From an optimization exercise on the open Yosys and OpenROAD flow, aimed at small area, a short achievable clock period and few clock cycles; shortcuts taken in it are not production practice. The RTL was checked by simulation tests, not by an equivalence proof against the original design.

==> flow/design.v (outline; a module is shown in full before it is edited, if it fits) <==
// module medema_median: 80 lines
// module medema_ema_step: 690 lines
// module medema_amul: 464 lines
// module medema_div: 245 lines
// module five_channel_median_ema_conditioner: 341 lines
module five_channel_median_ema_conditioner #(
	parameter int WINDOW      = 5,
	parameter int CAL_SAMPLES = 60,
	parameter int FRAC_BITS   = 8
) (
	input  logic                              clk,
	input  logic                              arst_n,
	input  logic                              req_valid,
	output logic                              req_ready,
	input  logic                              req_type,
	input  logic signed [medema_pkg::SAMPLE_W-1:0] req_thumb,
	input  logic signed [medema_pkg::SAMPLE_W-1:0] req_index,
	input  logic signed [medema_pkg::SAMPLE_W-1:0] req_middle,
	input  logic signed [medema_pkg::SAMPLE_W-1:0] req_ring,
	input  logic signed [medema_pkg::SAMPLE_W-1:0] req_pinky,
	output logic                              rsp_valid,
	input  logic                              rsp_ready,
	output logic                              rsp_kind,
	output logic [medema_pkg::SAMPLE_W-1:0]   rsp_bend_thumb,
	output logic [medema_pkg::SAMPLE_W-1:0]   rsp_bend_index,
	output logic [medema_pkg::SAMPLE_W-1:0]   rsp_bend_middle,
	output logic [medema_pkg::SAMPLE_W-1:0]   rsp_bend_ring,
	output logic [medema_pkg::SAMPLE_W-1:0]   rsp_bend_pinky,
	output logic signed [medema_pkg::SAMPLE_W-1:0] rsp_rest_thumb,
	output logic signed [medema_pkg::SAMPLE_W-1:0] rsp_rest_index,
	output logic signed [medema_pkg::SAMPLE_W-1:0] rsp_rest_middle,
	output logic signed [medema_pkg::SAMPLE_W-1:0] rsp_rest_ring,
	output logic signed [medema_pkg::SAMPLE_W-1:0] rsp_rest_pinky,
	input  logic                              cfg_valid,
	output logic                              cfg_ready,
	input  logic [medema_pkg::ALPHA_W-1:0]    cfg_alpha
);
  // ...
==> flow/run.sh <==
#!/bin/bash
# synth_recipe.tcl (not shown) runs the flow's synth.tcl, then flattens the netlist and writes it again
# the make line also repeats each setting of config.mk as NAME=value (left out here)
make -C /OpenROAD-flow-scripts/flow DESIGN_CONFIG=/design/flow/config.mk WORK_HOME=/design/flow/orfs CLKGATE_MAP_FILE= SYNTH_SCRIPT=/design/flow/synth_recipe.tcl finish
==> flow/config.mk <==
export PLATFORM = sky130hd
export DESIGN_NAME = five_channel_median_ema_conditioner
export DESIGN_NICKNAME = five_channel_median_ema_conditioner
export VERILOG_FILES = /design/flow/design.v
export SDC_FILE = /design/flow/constraint.sdc
export NUM_CORES = 4
export LEC_CHECK = 0
export CAP_MARGIN = 20
export CORE_MARGIN = 2
export CORE_UTILIZATION = 50
export SETUP_SLACK_MARGIN = 5
export SLEW_MARGIN = 20
==> flow/constraint.sdc <==
create_clock -name core_clock -period 10.0 [get_ports {clk}]
set_input_delay 2.0000 -clock core_clock [delete_from_list [all_inputs] [get_ports {clk}]]
set_output_delay 2.0000 -clock core_clock [all_outputs]
set_load 0.01 [all_outputs]
==> results.yml, run 1 <==
logic_synthesis:
  mux_contribution_to_synthesized_area: 0.00931
  largest_family_of_logic_cells_by_synthesized_area: "adder cells"
  synthCells: 11337
  synth_edf_count: 601
  avgSynthCellArea_um2: 9.28
  post_synth_fa_ha_maj_area_fraction: 0.231
place:
  dpl.hpwl_um: 256000
  detailedPlace.worstSlack_ns: 2.27
critical_path:
  worstPathBufferInverterCount: 5
  r2r_slack_ns: 4.62
  critical_path_class: "flop to flop"
  critPathTopFamily: "compound AO/OA/AOI/OAI gates"
  crit_required_ns: 10.71
  worstSetupStartpointType: "flop"
global_route:
  first_global_vias: 88020
  groute.layer.met2.usage: 0.504
  gr-usage-all-layers: 0.339
timing:
  fin_setup_tns_ns: 0
  timing_worst_slew_pin_value_ns: 1.21
  period_share: 0.538
  min_period_ns: 5.38
  timing.clock.skew_ns: 0.0370
route:
  drt_first_iter_violations: 9801
  detailedRoute.firstPassIterationCount: 7
  vias_per_cell: 6.24
clock_network:
  cts.path.max_buffers: 3
finish:
  n_antenna_cell: 7
  layout.clock_buffers: 180
  reg_top3: "win_q (320), ema_q (120), q_q (120)"
status:
  status: "finished clean"
run:
  max_cap_viol_count: 0
floorplan:
  floorplan.rows: 168
  core_region_area_um2: 209000
Testbench counts, summed over its fixed seeds: cycles 2,472.
==> run 2, diff against run 1 <==
--- a/flow/config.mk
+++ b/flow/config.mk
@@ -8,5 +8,5 @@
 export CAP_MARGIN = 20
 export CORE_MARGIN = 2
-export CORE_UTILIZATION = 50
+export CORE_UTILIZATION = 40
 export SETUP_SLACK_MARGIN = 5
 export SLEW_MARGIN = 20
==> run 2 against run 1 <==
Net effect:
- final cell count is 5.0% higher
- first-iteration DRC count is 4.7% higher
- final area is 0.27% higher
- clock skew is 0.043 ns higher
- fmax is 0.57% lower
- utilization is 12 points lower
==> results.yml, run 2 <==
critical_path:
  critical_path.max_fanout: 3
  timing.critical_path.cells: "fa_1 > inv_1 > fa_2 > inv_2 > fa_1 > fa_1 > ha_4 > a21o_1 > a21o_1 > a221oi_2 > o21ai_2 > o31a_1 > o31a_1 > o41ai_4 > o21bai_2 > a21oi_2 > xor2_2 > buf_6 > o21ai_2"
  r2r_slack_ns: 4.59
  cp.depth: 19
  cp.arrival_ns: 5.98
  reg2reg_depth: 19
  max_stage_delay_ns: 0.59
  critical_path.endpoint_type: "flop"
  crit_top_cell: "fa_1"
  critical_path_class: "flop to flop"
  worst_setup_path_startpoint: "sum_q[20]$_DFFE_PN0P_"
  worst_r2r_startpoint: "sum_q[20]$_DFFE_PN0P_"
  timing.critical_path.to: "m_q[77]$_DFFE_PP_"
  worstPathBufferInverterCount: 3
  cell_at_the_slowest_stage_of_the_critical_path: "fa_1"
  crit_required_ns: 10.57
  worstSetupStartpointType: "flop"
  crit-reg2reg-capture: "m_q[77]$_DFFE_PP_"
  critPathTopFamily: "compound AO/OA/AOI/OAI gates"
place:
  place.gp.congestion: 0.937
  dpl.hpwl_um: 267000
  portBuffers: 257
  detailedPlace.worstSlack_ns: 2.45
  placed_area_um2: 111000
clock_network:
  cts.path.max_buffers: 3
  cts-hold-fix-buffers: 0
  clkTransAtPathRegs_ns: 0.06
  worstSkewPairLatency_ns: 0.84
  cts.root.buffer_cell: "clkbuf_16"
  cts.htree.levels: 4
  cts_inserted_buffers: 135
  clock_sinks: 1046
  cts_tree: "yes"
logic_synthesis:
  yosys.cell_types.count: 97
  ys_seq_elements: 1046
  mux_contribution_to_synthesized_area: 0.00931
  netlist_top_cells_area: "edfxtp_1, fa_1, dfrtp_1"
  seq_area_frac_synth: 0.278
  synth_ff_type: "edfxtp_1"
  synth_compound_gate_area_share: 0.193
  asyncSetResetFlopFracSynth: 0.425
  synth.top_cell.area_share: 0.172
  synthCells: 11337
  largest_family_of_logic_cells_by_synthesized_area: "adder cells"
  synthTopCellsByCount: "inv_1, nand2_1, xnor2_1"
  synth_simple_gate_area_share: 0.115
  post_synth_fa_ha_maj_area_fraction: 0.231
  yosys.cell_count.top_type: "inv_1"
  synth.cell_area_um2: 105000
  avgSynthCellArea_um2: 9.28
  synth_warnings: 2
  synth_edf_count: 601
  postSynthNetCount: 12840
  synth_xor_area_frac: 0.111
  netlist.top_cell.by_area: "edfxtp_1"
finish:
  layout.cells.most_common: "inv_1"
  final_design_area_no_fill_um2: 125000
  reg_top3: "win_q (320), ema_q (120), q_q (120)"
  final_cell_mix: "inv_1, nand2_1, xnor2_1"
  largest-register: "win_q"
  finish.net_count: 13144
  layout-drive-gt1-share: 0.142
  flow.area_growth_from_synthesis_pct: 18.4
  largest_register_ffs: 320
global_route:
  grt_antenna_before_repair: 29
  gr-usage-all-layers: 0.280
  grt_first_pass_wirelength_um: 570000
  grt_start_max_net_pins: 158
  first_global_vias: 88338
  grt_overflow_total: 0
route:
  drt_first_iter_violations: 10257
  antenna_violating_nets_post_route: 0
  post-route-drc-count: 0
  vias_per_cell: 5.94
  route.final.wire_length_um: 386000
  wl_per_cell_um: 25.3
  detailedRoute.firstPassIterationCount: 9
  via_count: 90768
floorplan:
  die_h_um: 517
  floorplan.rows: 188
  die_area_um2: 267000
  die_width_um: 517
  floorplan.initialDensity: 0.402
  core_region_area_um2: 262000
  design.portCount: 259
timing:
  finalSetupViolations: 0
  period_share: 0.541
  timing.clock.skew_ns: 0.0802
  min_period_ns: 5.41
  report.final.slew_viol_count: 0
  rsz0062_at_grt: "yes"
  timing_worst_slew_pin_value_ns: 1.17
  timing_hold_violations_final: 0
  highest_achievable_clock_rate_ghz: 0.185
  worst_hold_margin_ns: 0.472
  slew-limit-headroom: 0.217
  fin_setup_tns_ns: 0
  layout_setup_ws_ns: 4.59
run:
  max_cap_viol_count: 0
status:
  status: "finished clean"
min_path:
  timing.hold.worst.class: "flop to flop"
## run 2: cell counts after synthesis
No cell type changed its count.
## run 2: worst register-to-register path: stages (launching register included)
cell and delay (ns):
dfrtp_2 0.45, fa_1 0.59, inv_1 0.06, fa_2 0.33
inv_2 0.06, fa_1 0.42, fa_1 0.54, ha_4 0.22
a21o_1 0.16, a21o_1 0.17, a221oi_2 0.32, o21ai_2 0.13
o31a_1 0.29, o31a_1 0.35, o41ai_4 0.37, o21bai_2 0.16
a21oi_2 0.19, xor2_2 0.16, buf_6 0.14, o21ai_2 0.05
## run 2: layer usage
layer  routed length, µm  up-vias  global-route usage
met3               31500      858              0.0478
met1              161000    45221               0.382
li1                    -    40448                   -
met4               22000       22               0.142
met2              171000     4219               0.429
met5                 139        -                   0
## run 2: worst min path at each step
stage,endpoint,startpoint,slack (ns),cells after the start
5_1_grt,win_q[60]$_DFFE_PP_,win_q[44]$_DFFE_PP_,0.48,0
3_3_place_gp,ema_q[94]$_DFFE_PN0P_,ema_q[94]$_DFFE_PN0P_,0.47,2
2_1_floorplan,o1k_q$_DFFE_PN_,kc_q$_DFFE_PN0N_,0.44,0
4_1_cts,win_q[245]$_DFFE_PP_,win_q[229]$_DFFE_PP_,0.47,0
6_report,win_q[245]$_DFFE_PP_,win_q[229]$_DFFE_PP_,0.47,0
3_5_place_dp,win_q[60]$_DFFE_PP_,win_q[44]$_DFFE_PP_,0.46,0
## run 2: kinds of logic after synthesis
group,Yosys count
compound gates,3038
simple gates,2519
buf+inv,1761
fa+ha+maj,1546
xor+xnor,1332
flops,1046
mux,94
other cells,1
## run 2: metrics by stage
stage / cells / util
after floorplan: 11337 / -
after global placement: 14554 / 0.424
after detailed placement: 14554 / 0.424
after CTS: 15069 / 0.463
after global routing: 15270 / 0.475
final: 15282 / 0.475
## run 2: area by class of cell
cell class,count,area [µm²]
Clock buffer,170,3680
Clock inverter,78,872
Fill cell,24335,137000
Timing Repair Buffer,838,8770
Antenna cell,15,37.5
Inverter,1086,4250
Multi-Input combinational cell,8533,73200
Sequential cell,1046,29400
Tap cell,3515,4400
Timing Repair inverter,1,8.76
## run 2: what timing repair did
item	CTS	global route
pin swaps	217	282
gates resized for setup	601	502
setup buffers	245	192
cloned	22	5
endpoints found under the hold margin	0	0
endpoints found under the setup margin	783	316
==> run 3, diff against run 2 <==
--- a/flow/config.mk
+++ b/flow/config.mk
@@ -8,5 +8,5 @@
 export CAP_MARGIN = 20
 export CORE_MARGIN = 2
-export CORE_UTILIZATION = 40
-export SETUP_SLACK_MARGIN = 5
+export CORE_UTILIZATION = 50
+export SETUP_SLACK_MARGIN = 4.4
 export SLEW_MARGIN = 20
==> run 3 against run 2 <==
Net effect:
- still clean
- critical path depth is 3 higher
- setup slack worse by 0.19 ns
- utilization is 8.8 points higher
- critical endpoint is now ema_q[47]$_DFFE_PN0P_
==> results.yml, run 3 <==
status:
  status: "finished clean"
global_route:
  grt_antenna_before_repair: 15
  grt_first_pass_wirelength_um: 547000
  grt_start_max_net_pins: 187
  gr-usage-all-layers: 0.330
  grt_overflow_total: 0
  first_global_vias: 86434
floorplan:
  die_area_um2: 214000
  die_h_um: 463
  design.portCount: 259
  floorplan.initialDensity: 0.503
  core_region_area_um2: 209000
  floorplan.rows: 168
  die_width_um: 463
timing:
  period_share: 0.560
  timing.clock.skew_ns: 0.0582
  finalSetupViolations: 0
  layout_setup_ws_ns: 4.40
  report.final.slew_viol_count: 0
  timing_hold_violations_final: 0
  fin_setup_tns_ns: 0
  rsz0062_at_grt: "yes"
  timing_worst_slew_pin_value_ns: 1.10
  highest_achievable_clock_rate_ghz: 0.179
  slew-limit-headroom: 0.266
  min_period_ns: 5.60
critical_path:
  critical_path.endpoint_type: "flop"
  critPathTopFamily: "compound AO/OA/AOI/OAI gates"
  cp.arrival_ns: 6.25
  critical_path.max_fanout: 4
  worstPathBufferInverterCount: 5
  critical_path_class: "flop to flop"
  timing.critical_path.cells: "buf_12 > buf_4 > buf_8 > a22oi_2 > xor2_1 > fa_1 > fa_1 > inv_2 > ha_4 > o2111ai_2 > or3_1 > o211ai_1 > a31oi_2 > or3_4 > a32oi_4 > buf_6 > a31oi_4 > o21ai_4 > a211oi_2 > o21bai_1 > xnor2_1 > o21ai_1"
  cell_at_the_slowest_stage_of_the_critical_path: "dfstp_4"
  worstSetupStartpointType: "flop"
  crit_required_ns: 10.65
  max_stage_delay_ns: 0.69
  r2r_slack_ns: 4.40
  crit_top_cell: "fa_1"
route:
  wl_per_cell_um: 25.6
  post-route-drc-count: 0
  vias_per_cell: 6.23
  detailedRoute.firstPassIterationCount: 7
  via_count: 89034
  drt_first_iter_violations: 9400
  antenna_violating_nets_post_route: 0
  route.final.wire_length_um: 366000
clock_network:
  cts_inserted_buffers: 136
  clkTransAtPathRegs_ns: 0.06
  worstSkewPairLatency_ns: 0.83
  cts-hold-fix-buffers: 0
  cts.path.max_buffers: 3
  cts_tree: "yes"
  cts.htree.levels: 4
  cts.root.buffer_cell: "clkbuf_16"
  clock_sinks: 1046
logic_synthesis:
  synth.cell_area_um2: 105000
  netlist_top_cells_area: "edfxtp_1, fa_1, dfrtp_1"
  synth_warnings: 2
  yosys.cell_count.top_type: "inv_1"
  synth.top_cell.area_share: 0.172
  seq_area_frac_synth: 0.278
  yosys.cell_types.count: 97
  synth_ff_type: "edfxtp_1"
  avgSynthCellArea_um2: 9.28
  synth_edf_count: 601
  ys_seq_elements: 1046
  asyncSetResetFlopFracSynth: 0.425
  synthTopCellsByCount: "inv_1, nand2_1, xnor2_1"
  postSynthNetCount: 12840
  synthCells: 11337
  netlist.top_cell.by_area: "edfxtp_1"
finish:
  flow.area_growth_from_synthesis_pct: 12.2
  final_cell_mix: "inv_1, nand2_1, xnor2_1"
  layout-drive-gt1-share: 0.0765
  largest_register_ffs: 320
  layout.cells.most_common: "inv_1"
  finish.net_count: 12874
  reg_top3: "win_q (320), ema_q (120), q_q (120)"
  fill_cells: 18743
  largest-register: "win_q"
place:
  place.gp.congestion: 0.961
  dpl.hpwl_um: 259000
  portBuffers: 257
  detailedPlace.worstSlack_ns: 2.37
run:
  max_cap_viol_count: 0
min_path:
  timing.hold.worst.class: "flop to flop"
run 3: cell counts after synthesis:
No cell type changed its count.
run 3: logic make-up after synthesis:
logic type,Yosys count,synth area share
AO/OA/AOI/OAI,3038,0.193
AND/OR/NAND/NOR,2519,0.115
buffers and inverters,1761,0.0631
adder cells (fa/ha/maj),1546,0.231
XOR/XNOR,1332,0.111
flip-flops,1046,0.278
multiplexers,94,0.00931
other,1,0.0000356
run 3: area by class of cell:
type / count / area, µm² / area share
well taps: 2805 / 3510 / 0.0297
clock buffers: 187 / 3790 / 0.0321
inverters: 1086 / 4200 / 0.0356
clock inverters: 67 / 810 / 0.00686
diodes: 7 / 17.5 / 0.000148
repair buffers: 565 / 5990 / 0.0508
flip-flops and latches: 1046 / 29400 / 0.249
multi-input cells: 8531 / 70300 / 0.595
repair inverters: 5 / 47.5 / 0.000403
run 3: worst paths after layout:
path	from	end	cells after the start
min in group asynchronous	arst_n	ema_q[72]$_DFFE_PN0P_	1
worst min-delay path	win_q[239]$_DFFE_PP_	win_q[255]$_DFFE_PP_	0
worst max register to register	be_one_q[0]$_DFF_PN1_	ema_q[47]$_DFFE_PN0P_	22
worst min register to register	win_q[239]$_DFFE_PP_	win_q[255]$_DFFE_PP_	0
worst max-delay path	be_one_q[0]$_DFF_PN1_	ema_q[47]$_DFFE_PN0P_	22
max in group asynchronous	arst_n	ema_q[33]$_DFFE_PN0P_	3
run 3: stage by stage:
stage                     instance area [µm²]  utilization  std cells  hold slack [ns]
after floorplan                        105000            -      11337            0.443
after CTS                              116000        0.554      14168            0.481
after detailed placement               110000        0.525      13841            0.468
after global placement                 110000        0.525      13841            0.459
final                                  118000        0.564      14299            0.479
after global routing                   118000        0.564      14295            0.500
run 3: what timing repair did:
action,CTS,global route
setup buffers,62,113
hold endpoints to repair,0,0
endpoints found under the setup margin,207,145
resized for setup,142,181
pin swaps,17,74
cloned,11,11
run 3: per-layer routing:
| layer | up-vias | global-route usage | share of wire |
|---|---|---|---|
| met1 | 44293 | 0.462 | 0.42 |
| met4 | 6 | 0.149 | 0.053 |
| met2 | 4103 | 0.500 | 0.44 |
| met5 | - | 0 | 0.00011 |
| met3 | 751 | 0.0585 | 0.087 |
| li1 | 39881 | - | - |
==> run 4, diff against run 3 <==
--- a/flow/config.mk
+++ b/flow/config.mk
@@ -9,4 +9,5 @@
 export CORE_MARGIN = 2
 export CORE_UTILIZATION = 50
-export SETUP_SLACK_MARGIN = 4.4
+export PLACE_DENSITY = 0.7
+export SETUP_SLACK_MARGIN = 5
 export SLEW_MARGIN = 20
==> run 4 against run 3 <==
Net effect:
- critical path depth is the same
- hold slack lost 0.012 ns
- register-to-register slack gained 0.18 ns
- critical path type unchanged
- largest cell class unchanged
==> results.yml, run 4 <==
run:
  max_cap_viol_count: 0
global_route:
  grt_first_pass_wirelength_um: 564000
  grt_antenna_before_repair: 26
  groute.layer.met2.usage: 0.508
  gr-usage-met1: 0.447
  globalRoute.busiestLayer: "met2"
  grt_overflow_total: 0
  grt_start_max_net_pins: 235
  first_global_vias: 90203
  gr-usage-all-layers: 0.341
  grtUsageMet3: 0.0781
clock_network:
  clock_sinks: 1046
  cts_inserted_buffers: 134
  clkTransAtPathRegs_ns: 0.06
  cts.path.max_buffers: 3
  worstSkewPairLatency_ns: 0.86
  cts_tree: "yes"
  cts.root.buffer_cell: "clkbuf_16"
  cts.htree.levels: 4
  cts-hold-fix-buffers: 0
critical_path:
  critical_path.max_fanout: 6
  max_stage_delay_ns: 0.65
  reg2reg_depth: 22
  timing.critical_path.cells: "buf_12 > buf_16 > o22ai_4 > xor2_2 > fa_1 > inv_2 > fa_2 > fa_2 > ha_4 > a21o_1 > a21o_1 > a21oi_2 > o22ai_2 > o21ai_1 > o211ai_1 > buf_4 > o31ai_4 > a21oi_4 > o41ai_2 > xnor2_1 > mux2i_1 > o21a_1"
  crit_required_ns: 10.74
  cp.arrival_ns: 6.15
  worstSetupStartpointType: "flop"
  critical_path.endpoint_type: "flop"
  cell_at_the_slowest_stage_of_the_critical_path: "dfstp_4"
  critical_path_class: "flop to flop"
logic_synthesis:
  asyncSetResetFlopFracSynth: 0.425
  netlist_top_cells_area: "edfxtp_1, fa_1, dfrtp_1"
  synth_warnings: 2
  postSynthNetCount: 12840
  synth.top_cell.area_share: 0.172
  yosys.cell_types.count: 97
  synth_ff_type: "edfxtp_1"
  yosys.cell_count.top_type: "inv_1"
  seq_area_frac_synth: 0.278
  synthTopCellsByCount: "inv_1, nand2_1, xnor2_1"
  synth.cell_area_um2: 105000
  avgSynthCellArea_um2: 9.28
  netlist.top_cell.by_area: "edfxtp_1"
  ys_seq_elements: 1046
  synth_edf_count: 601
  synthCells: 11337
place:
  portBuffers: 257
  place.gp.congestion: 0.984
  detailedPlace.worstSlack_ns: 2.31
  dpl.cell_count: 13845
  dpl.hpwl_um: 255000
timing:
  period_share: 0.541
  fin_setup_tns_ns: 0
  timing_worst_slew_pin_value_ns: 1.15
  rsz0062_at_grt: "yes"
  layout_setup_ws_ns: 4.59
  timing_hold_violations_final: 0
  slew-limit-headroom: 0.230
  report.final.slew_viol_count: 0
  finalSetupViolations: 0
  highest_achievable_clock_rate_ghz: 0.185
  min_period_ns: 5.41
  timing.clock.skew_ns: 0.0602
finish:
  finalNonFillerCells: 14571
  flow.area_growth_from_synthesis_pct: 18.4
  layout-drive-gt1-share: 0.145
  sequential_cell_area_um2: 29400
  reg_top3: "win_q (320), ema_q (120), q_q (120)"
  layout.cells.most_common: "inv_1"
  largest-register: "win_q"
  finish.net_count: 13147
  area_occupied_by_multi_input_gates_um2: 73600
  largest_register_ffs: 320
  fill_cells: 17181
  final_cell_mix: "inv_1, nand2_1, xnor2_1"
route:
  antenna_violating_nets_post_route: 0
  route.final.wire_length_um: 381000
  wl_per_cell_um: 26.2
  post-route-drc-count: 0
  vias_per_cell: 6.36
  drt_first_iter_violations: 10862
  via_count: 92733
  detailedRoute.firstPassIterationCount: 9
floorplan:
  die_h_um: 463
  floorplan.rows: 168
  core_region_area_um2: 209000
  floorplan.initialDensity: 0.503
  die_area_um2: 214000
  design.portCount: 259
  die_width_um: 463
min_path:
  timing.hold.worst.class: "flop to flop"
  hold_path_stages: 0
status:
  status: "finished clean"
run 4: layer usage:
layer	vias up	routed length [µm]
met2	5638	164000
li1	40384	-
met1	45381	145000
met5	-	138
met3	1308	41800
met4	22	30400
run 4: stage by stage:
stage	hold WS, ns	util	area, µm²
6_report	0.466	0.595	125000
5_1_grt	0.493	0.595	125000
4_1_cts	0.463	0.576	121000
3_5_place_dp	0.470	0.527	110000
3_3_place_gp	0.461	0.527	110000
2_1_floorplan	0.443	-	106000
run 4: kinds of logic after synthesis:
kind of cell    share of synthesized area
buf+inv                            0.0631
mux                               0.00931
other cells                     0.0000356
simple gates                        0.115
flops                               0.278
fa+ha+maj                           0.231
compound gates                      0.193
xor+xnor                            0.111
run 4: repair_timing:
action / CTS / global route
gates resized for setup: 637 / 541
hold endpoints to repair: 0 / 0
setup endpoints to repair: 732 / 282
pin swaps: 240 / 296
setup buffers: 237 / 190
gates cloned: 31 / 9
run 4: path summary, 6_finish.rpt:
path,from,to,slack [ns]
worst max register to register,bi_two_q[0]$_DFF_PN1_,ema_q[95]$_DFFE_PN0P_,4.59
max in group asynchronous,arst_n,ema_q[26]$_DFFE_PN0P_,6.84
worst min-delay path,win_q[44]$_DFFE_PP_,win_q[60]$_DFFE_PP_,0.47
min in group asynchronous,arst_n,ord_q[28]$_DFFE_PN0P_,1.13
worst max-delay path,bi_two_q[0]$_DFF_PN1_,ema_q[95]$_DFFE_PN0P_,4.59
worst min register to register,win_q[44]$_DFFE_PP_,win_q[60]$_DFFE_PP_,0.47
run 4: final cells by class:
class	count	share of cell area
Multi-Input combinational cell	8534	0.591
Sequential cell	1046	0.236
Timing Repair Buffer	838	0.0722
Inverter	1086	0.0344
Clock buffer	174	0.0298
Tap cell	2805	0.0282
Clock inverter	72	0.00805
Timing Repair inverter	4	0.000462
Antenna cell	12	0.000241
run 4: critical path, delay by kind of cell (launching register included):
kind	cells	cell delay, ns
multiplexers	1	0.12
buffers and inverters	4	0.46
adder cells (fa/ha/maj)	4	1.79
AO/OA/AOI/OAI	11	1.91
XOR/XNOR	2	0.38
flip-flops	1	0.65
==> run 5, diff against run 4 <==
--- a/flow/config.mk
+++ b/flow/config.mk
@@ -9,5 +9,4 @@
 export CORE_MARGIN = 2
 export CORE_UTILIZATION = 50
-export PLACE_DENSITY = 0.7
-export SETUP_SLACK_MARGIN = 5
+export SETUP_SLACK_MARGIN = 4.0
 export SLEW_MARGIN = 20
==> run 5 against run 4 <==
Net effect:
- hold slack improved by 0.018 ns
- via count decreased by 5.2%
- register-to-register slack got worse by 0.39 ns
- die area unchanged
- final area decreased by 6.8%
- clock-buffer cell count increased by 4
- critical path depth decreased by 14
- sequential share of layout area increased by 1.7 points
- flip-flop and latch count unchanged
- critical path type is now input pin to primary output
- largest cell class unchanged
==> results.yml, run 5 <==
status:
  status: "finished clean"
logic_synthesis:
  yosys.cell_count.top_type: "inv_1"
  avgSynthCellArea_um2: 9.28
  asyncSetResetFlopFracSynth: 0.425
  synthCells: 11337
  synth_warnings: 2
  yosys.cell_types.count: 97
  synth_edf_count: 601
  netlist.top_cell.by_area: "edfxtp_1"
  synthTopCellsByCount: "inv_1, nand2_1, xnor2_1"
  ys_seq_elements: 1046
  seq_area_frac_synth: 0.278
  synth_ff_type: "edfxtp_1"
  netlist_top_cells_area: "edfxtp_1, fa_1, dfrtp_1"
  postSynthNetCount: 12840
  synth.cell_area_um2: 105000
  synth.top_cell.area_share: 0.172
clock_network:
  worstSkewPairLatency_ns: 0.84
  cts.root.buffer_cell: "clkbuf_16"
  clock_sinks: 1046
  cts.path.max_buffers: 3
  cts-hold-fix-buffers: 0
  clkTransAtPathRegs_ns: 0.05
  cts.htree.levels: 4
  cts_tree: "yes"
  cts_inserted_buffers: 136
finish:
  layout-drive-gt1-share: 0.0599
  largest_register_ffs: 320
  final_cell_mix: "inv_1, nand2_1, xnor2_1"
  largest-register: "win_q"
  reg_top3: "win_q (320), ema_q (120), q_q (120)"
  flow.area_growth_from_synthesis_pct: 10.4
  finish.net_count: 12763
  layout.cells.most_common: "inv_1"
floorplan:
  core_region_area_um2: 209000
  die_area_um2: 214000
  floorplan.rows: 168
  design.portCount: 259
  floorplan.initialDensity: 0.503
  die_h_um: 463
  die_width_um: 463
global_route:
  grt_overflow_total: 0
  gr-usage-all-layers: 0.325
  grt_start_max_net_pins: 179
  grt_first_pass_wirelength_um: 537000
  first_global_vias: 85676
  grt_antenna_before_repair: 25
route:
  wl_met1_um: 155000
  top_layer: "met5"
  routed-wl-met3_um: 31400
  detailedRoute.firstPassIterationCount: 8
  wl_per_cell_um: 25.2
  route.final.wire_length_um: 358000
  via_count: 87910
  vias_per_cell: 6.19
  drt_first_iter_violations: 9391
  antenna_violating_nets_post_route: 0
  routed-wl-met2_um: 154000
  post-route-drc-count: 0
critical_path:
  worst_r2r_startpoint: "be_one_q[2]$_DFF_PN1_"
  cp.arrival_ns: 3.88
  max_stage_delay_ns: 0.51
  critPathTopFamily: "buffers and inverters"
  timing.critical_path.cells: "clkdlybuf4s50_1 > nor2b_4 > buf_12 > clkinv_16 > nand4_1 > buf_12 > a21oi_4 > dlygate4sd2_1"
  r2r_slack_ns: 4.20
  crit_required_ns: 8.00
  critical_path_class: "input pin to primary output"
  crit_top_cell: "buf_12"
  worstSetupStartpointType: "input pin"
  worstPathBufferInverterCount: 5
  critical_path.max_fanout: 45
  reg2reg_depth: 23
  critical_path.endpoint_type: "primary output"
  crit-reg2reg-capture: "ema_q[23]$_DFFE_PN0P_"
  cell_at_the_slowest_stage_of_the_critical_path: "clkdlybuf4s50_1"
run:
  max_cap_viol_count: 0
timing:
  timing_hold_violations_final: 0
  period_share: 0.588
  highest_achievable_clock_rate_ghz: 0.170
  rsz0062_at_grt: "yes"
  worst_hold_margin_ns: 0.485
  timing_worst_slew_pin_value_ns: 1.22
  fin_setup_tns_ns: 0
  timing.clock.skew_ns: 0.0522
  finalSetupViolations: 0
  min_period_ns: 5.88
  report.final.slew_viol_count: 0
  slew-limit-headroom: 0.186
min_path:
  worst_hold_path.endpoint: "ema_q[94]$_DFFE_PN0P_"
  hold_path_stages: 2
  timing.hold.worst.class: "flop to flop"
  holdCritStartpoint: "ema_q[94]$_DFFE_PN0P_"
place:
  portBuffers: 257
  dpl.hpwl_um: 256000
  place.gp.congestion: 0.941
[run 5: cell count changes in the layout (fill, tap and decap cells not counted), sizes merged, moves of 12 or more]
| cell | previous run | this run |
|---|---|---|
| clkinv | 87 | 101 |
| clkdlybuf4s50 | 202 | 255 |
| clkinvlp | 34 | 14 |
| dlygate4sd2 | 16 | 1 |
| buf | 564 | 195 |
| clkbuf | 197 | 184 |
| clkdlybuf4s15 | 12 | 0 |
[run 5: metal layers]
| metal | global-route usage | vias to the layer above |
|---|---|---|
| met4 | 0.139 | 22 |
| li1 | - | 39642 |
| met5 | 0 | - |
| met2 | 0.481 | 3935 |
| met3 | 0.0632 | 709 |
| met1 | 0.461 | 43602 |
[run 5: final cells by class]
type | instances | area [µm²]
multi-input cells | 8530 | 69700
repair buffers | 459 | 4700
diodes | 13 | 32.5
clock inverters | 76 | 975
clock buffers | 178 | 3770
flip-flops and latches | 1046 | 29300
repair inverters | 1 | 16.3
fillers | 18877 | 93200
well taps | 2805 | 3510
inverters | 1086 | 4140
[run 5: timing repair]
| item | in CTS | in global routing |
|---|---|---|
| gates resized for setup | 54 | 82 |
| endpoints found under the setup margin | 118 | 85 |
| pin swaps | 5 | 13 |
| buffers inserted | 26 | 53 |
| cloned | 3 | 4 |
[run 5: cells by family (layout without fill, tap and decap cells)]
family | count (synthesis) | in the layout | share of synthesized area
buffers and inverters | 1761 | 1800 | 0.0631
adder cells (fa/ha/maj) | 1546 | 1546 | 0.231
multiplexers | 94 | 94 | 0.00931
AND/OR/NAND/NOR | 2519 | 2519 | 0.115
flip-flops | 1046 | 1046 | 0.278
other | 1 | 14 | 0.0000356
AO/OA/AOI/OAI | 3038 | 3038 | 0.193
XOR/XNOR | 1332 | 1332 | 0.111
[run 5: metrics by stage]
step | util | std cells | setup WS [ns] | area (µm²)
3_3_place_gp | 0.525 | 13840 | 2.43 | 110000
2_1_floorplan | - | 11337 | 4.01 | 105000
5_1_grt | 0.555 | 14189 | 3.95 | 116000
6_report | 0.555 | 14194 | 4.12 | 116000
3_5_place_dp | 0.525 | 13840 | 2.33 | 110000
4_1_cts | 0.550 | 14123 | 4.01 | 115000
[run 5: worst reg2reg max path, stage by stage (launching register included)]
cell and delay (ns):
dfstp_4 0.68, buf_4 0.14, a22oi_1 0.09, xor2_1 0.19, fa_1 0.54, inv_1 0.05
fa_1 0.50, inv_1 0.05, fa_1 0.53, inv_1 0.04, ha_1 0.21, nor2_2 0.13
nand4_1 0.14, o211ai_1 0.30, o22ai_2 0.20, a211oi_2 0.25, buf_4 0.17, o21ai_0 0.08
buf_4 0.16, a221o_1 0.39, a211oi_2 0.28, xnor2_1 0.18, mux2i_1 0.21, a21oi_1 0.08
[run 5: worst max-delay path by stage]
stage	start	end	slack [ns]	cells past startpoint
2_1_floorplan	rsp_ready	sum_q[16]$_DFFE_PN0P_	4.01	21
3_3_place_gp	rsp_ready	sum_q[66]$_DFFE_PN0P_	2.43	19
3_5_place_dp	rsp_ready	sum_q[66]$_DFFE_PN0P_	2.33	19
4_1_cts	bi_two_q[1]$_DFF_PN1_	ema_q[95]$_DFFE_PN0P_	4.01	21
5_1_grt	be_two_q[0]$_DFF_PN0_	ema_q[23]$_DFFE_PN0P_	3.95	23
6_report	rsp_ready	req_ready	4.12	8

==> static timing again, ports no longer ideal <==
No port has a modelled driver above. Below, the same layouts with a new extraction and two added sets of constraints.
Step 1 sets driving cells, clkbuf_16 on the clock port and buf_2 on the other inputs (assumed; they add their load-dependent delay and slew).
Step 2, shift: input delay + t, output delay - t, t = (earliest + latest rising clock arrival at the registers) / 2. This alone moves slack from input paths to output paths.
a / b / c = no drivers / after step 1 / after step 2; a / b = the first two.
run | shift t [ns] | setup WS [ns] | hold WS [ns] | clock arrival spread, ns
run 1 | 0.915 | 4.619 / 4.619 / 4.089 | 0.483 / 0.483 / 0.483 | 0.048 / 0.049
run 2 | 0.898 | 4.588 / 4.588 / 4.142 | 0.472 / 0.472 / 0.472 | 0.084 / 0.084
run 3 | 0.900 | 4.403 / 4.403 / 3.658 | 0.479 / 0.479 / 0.479 | 0.069 / 0.070
run 4 | 0.922 | 4.587 / 4.587 / 4.128 | 0.466 / 0.466 / 0.466 | 0.062 / 0.062
run 5 | 0.912 | 4.123 / 3.982 / 3.270 | 0.485 / 0.485 / 0.485 | 0.053 / 0.052
After both steps setup and hold are still met in every run listed. The setup slack of run 5, which loses most, moves by -0.141 ns with the drivers and by -0.853 ns with both steps.
